What follows belongs to an exercise in optimizing a design on an open flow for small area; a production flow would make more cautious choices. Function was checked by simulation only, so behaviour that the tests miss may differ from the original. Power figures rest on the tool's default switching activity, not on a simulated workload. The flow treats the clock pin as an ideal source, which a real chip does not have.

Design mem_responder, start of the top module:
module mem_responder #(
  parameter int unsigned AW      = 8,
  parameter int unsigned DEPTH   = 256,
  parameter int unsigned LATENCY = 1
) (
  input  logic          clk,
  input  logic          rst,
  input  logic          if_req,
  input  logic [AW-1:0] if_addr,
  output logic          if_gnt,
  output logic          if_rvalid,
  output logic [31:0]   if_rdata,
  input  logic          d_req,
  input  logic          d_we,
  input  logic [1:0]    d_size,
  input  logic          d_signed,
  input  logic [AW-1:0] d_addr,
  input  logic [31:0]   d_wdata,
  output logic          d_gnt,
  output logic          d_rvalid,
  output logic [31:0]   d_rdata,
  output logic          d_err,
  output logic          busy
);
Size: ~130 I/O pins, about 55000 um2 of cells after synthesis.
==> flow/config.mk <==
export PLATFORM = sky130hd
export DESIGN_NAME = mem_responder
export DESIGN_NICKNAME = mem_responder
export VERILOG_FILES = /design/flow/design.v
export SDC_FILE = /design/flow/constraint.sdc
export NUM_CORES = 8
export LEC_CHECK = 0
export CAP_MARGIN = 20
export CELL_PAD_IN_SITES_DETAIL_PLACEMENT = 0
export CELL_PAD_IN_SITES_GLOBAL_PLACEMENT = 0
export CORE_MARGIN = 2
export CORE_UTILIZATION = 75
export CTS_CLUSTER_DIAMETER = 75
export CTS_CLUSTER_SIZE = 30
export GPL_TIMING_DRIVEN = 0
export PLACE_DENSITY = 0.8
export SLEW_MARGIN = 20
export SYNTH_HIERARCHICAL = 1
export SYNTH_MINIMUM_KEEP_SIZE = 0
==> flow/constraint.sdc <==
create_clock -name core_clock -period 8.0 [get_ports {clk}]
set_input_delay 1.6000 -clock core_clock [delete_from_list [all_inputs] [get_ports {clk}]]
set_output_delay 1.6000 -clock core_clock [all_outputs]
set_load 0.01 [all_outputs]
standard.sh (not shown) runs the stock make flow with config.mk's settings and CLKGATE_MAP_FILE= SYNTH_SCRIPT=/design/flow/synth_recipe.tcl, a recipe that flattens the netlist after the stock synthesis.
==> flow/flow/run.sh <==
#!/bin/bash
# Layout flow: the standard flow (standard.sh, unchanged synthesis), with two changes to
# how the layout is built:
#   - ports are buffered with sky130_fd_sc_hd__buf_1 instead of the cell buffer_ports picks
#     by default (a delay cell);
#   - clock tree synthesis builds the tree from sky130_fd_sc_hd__buf_12, clusters of up to 30
#     sinks within 75 um, and inserts no dummy loads.
# Each tool's full output stays in the ORFS logs under orfs/logs; this script's own output
# goes to flow_run.log.
set -euo pipefail
export BUFFER_PORTS_ARGS="-buffer_cell sky130_fd_sc_hd__buf_1"
export CTS_ARGS="-sink_clustering_enable -repair_clock_nets -sink_clustering_size 30 -sink_clustering_max_diameter 75 -dont_use_dummy_load -buf_list sky130_fd_sc_hd__buf_12"
bash standard.sh > flow_run.log 2>&1
Next try:
--- a/flow/config.mk
+++ b/flow/config.mk
@@ -16 +16 @@
-export PLACE_DENSITY = 0.8
+export PLACE_DENSITY = 0.85
What happened:
- synthesized cell count is unchanged
- global-route usage increases by 1.5 points
- utilization barely changes
- cell count hardly moves
- worst setup slack is worse by 0.036 ns
- critical path depth stays the same
- sequential power hardly moves
- die area stays the same
- combinational power went up by a few percent
- first-iteration DRC count rose by about a fifth

* * *

## run a
mem_responder, a different RTL version from the one above (not shown whole).
For scale: about 4200 cells after synthesis, ~2100 flip-flops, ~130 I/O pins.
// mem_responder
module mem_responder #(
  parameter int unsigned AW      = 8,
  parameter int unsigned DEPTH   = 256,
  parameter int unsigned LATENCY = 1
) (
  input  logic          clk,
  input  logic          rst,
  input  logic          if_req,
  input  logic [AW-1:0] if_addr,
  output logic          if_gnt,
  output logic          if_rvalid,
  output logic [31:0]   if_rdata,
  input  logic          d_req,
  input  logic          d_we,
  input  logic [1:0]    d_size,
  input  logic          d_signed,
  input  logic [AW-1:0] d_addr,
  input  logic [31:0]   d_wdata,
  output logic          d_gnt,
  output logic          d_rvalid,
  output logic [31:0]   d_rdata,
  output logic          d_err,
  output logic          busy
);
  localparam int NW = 22;   
  localparam int NR = 32;   
  function automatic int wport_pos(input int i);
    wport_pos = 3 * i - ((i > 15) ? 1 : 0);
  endfunction
  function automatic bit is_wport(input int j);
    is_wport = 1'b0;
    for (int i = 0; i < NW; i++) if (j == wport_pos(i)) is_wport = 1'b1;
  endfunction
  ...
==> flow/config.mk <==
export PLATFORM = sky130hd
export DESIGN_NAME = mem_responder
export DESIGN_NICKNAME = mem_responder
export VERILOG_FILES = /design/flow/design.v
export SDC_FILE = /design/flow/constraint.sdc
export NUM_CORES = 8
export LEC_CHECK = 0
export CAP_MARGIN = 20
export CELL_PAD_IN_SITES_DETAIL_PLACEMENT = 0
export CELL_PAD_IN_SITES_GLOBAL_PLACEMENT = 0
export CORE_MARGIN = 2
export CORE_UTILIZATION = 75
export CTS_CLUSTER_DIAMETER = 50
export CTS_CLUSTER_SIZE = 34
export GPL_TIMING_DRIVEN = 0
export PLACE_DENSITY = 0.85
export SLEW_MARGIN = 20
export SYNTH_HIERARCHICAL = 1
export SYNTH_MINIMUM_KEEP_SIZE = 0
==> flow/constraint.sdc <==
create_clock -name core_clock -period 8.0 [get_ports {clk}]
set_input_delay 1.6000 -clock core_clock [delete_from_list [all_inputs] [get_ports {clk}]]
set_output_delay 1.6000 -clock core_clock [all_outputs]
set_load 0.01 [all_outputs]
==> flow/flow/run.sh <==
#!/bin/bash
# Layout flow: the standard flow (standard.sh, unchanged synthesis), with two changes to
# how the layout is built:
#   - ports are buffered with sky130_fd_sc_hd__buf_1 instead of the cell buffer_ports picks
#     by default (a delay cell);
#   - clock tree synthesis runs with the standard arguments plus -dont_use_dummy_load.
# Each tool's full output stays in the ORFS logs under orfs/logs; this script's own output
# goes to flow_run.log.
set -euo pipefail
export BUFFER_PORTS_ARGS="-buffer_cell sky130_fd_sc_hd__buf_1"
export CTS_ARGS="-sink_clustering_enable -repair_clock_nets -sink_clustering_size 34 -sink_clustering_max_diameter 50 -dont_use_dummy_load"
bash standard.sh > flow_run.log 2>&1
Run a ended with every stage complete and zero timing, DRC or antenna violations.
Relative to run a, the following input files were edited for run b:
diff --git a/flow/flow/run.sh b/flow/flow/run.sh
--- a/flow/flow/run.sh
+++ b/flow/flow/run.sh
@@ -9,4 +9,4 @@
 set -euo pipefail
 export BUFFER_PORTS_ARGS="-buffer_cell sky130_fd_sc_hd__buf_1"
-export CTS_ARGS="-sink_clustering_enable -repair_clock_nets -sink_clustering_size 34 -sink_clustering_max_diameter 50 -dont_use_dummy_load"
+export CTS_ARGS="-sink_clustering_enable -repair_clock_nets -sink_clustering_size 30 -sink_clustering_max_diameter 60 -dont_use_dummy_load -buf_list sky130_fd_sc_hd__buf_12"
 bash standard.sh > flow_run.log 2>&1
diff --git a/flow/config.mk b/flow/config.mk
--- a/flow/config.mk
+++ b/flow/config.mk
@@ -11,6 +11,6 @@
 export CORE_MARGIN = 2
 export CORE_UTILIZATION = 75
-export CTS_CLUSTER_DIAMETER = 50
-export CTS_CLUSTER_SIZE = 34
+export CTS_CLUSTER_DIAMETER = 60
+export CTS_CLUSTER_SIZE = 30
 export GPL_TIMING_DRIVEN = 0
 export PLACE_DENSITY = 0.85
Findings:
met2 usage sits lower in run b than in run a.
Run b: utilization after layout lower than run a
| part of the total power dissipated in combinational logic | run b vs run a | 0.9 points higher |
Against run a, run b comes in 6900 um lower on total wire length after detailed routing.

## what the ideal ports hide
The results above use ideal ports. As a check the final layouts listed here were re-extracted and re-timed, cells and wires unchanged. Step 1 assumes that a clkbuf_16 drives the clock port and a buf_2 every other input. Step 2 also shifts input and output timing later by t, the mid clock arrival at the registers, as if the neighbouring blocks saw the same clock. Three values: ideal ports, drivers, drivers and shift; two values: the first two.
run	t (ns)	setup slack, ns	worst setup path at the end	worst data-port slew with drivers (ns)
the first run of note 1	0.686	0.651 / 0.579 / 1.266	register to output	0.18
the second run of note 1	0.698	0.615 / 0.540 / 1.238	register to output	0.17
run a	0.804	0.743 / 0.667 / 1.472	register to output	0.17
run b	0.688	0.955 / 0.883 / 1.571	register to output	0.16
After both steps setup and hold are still met in every run listed.
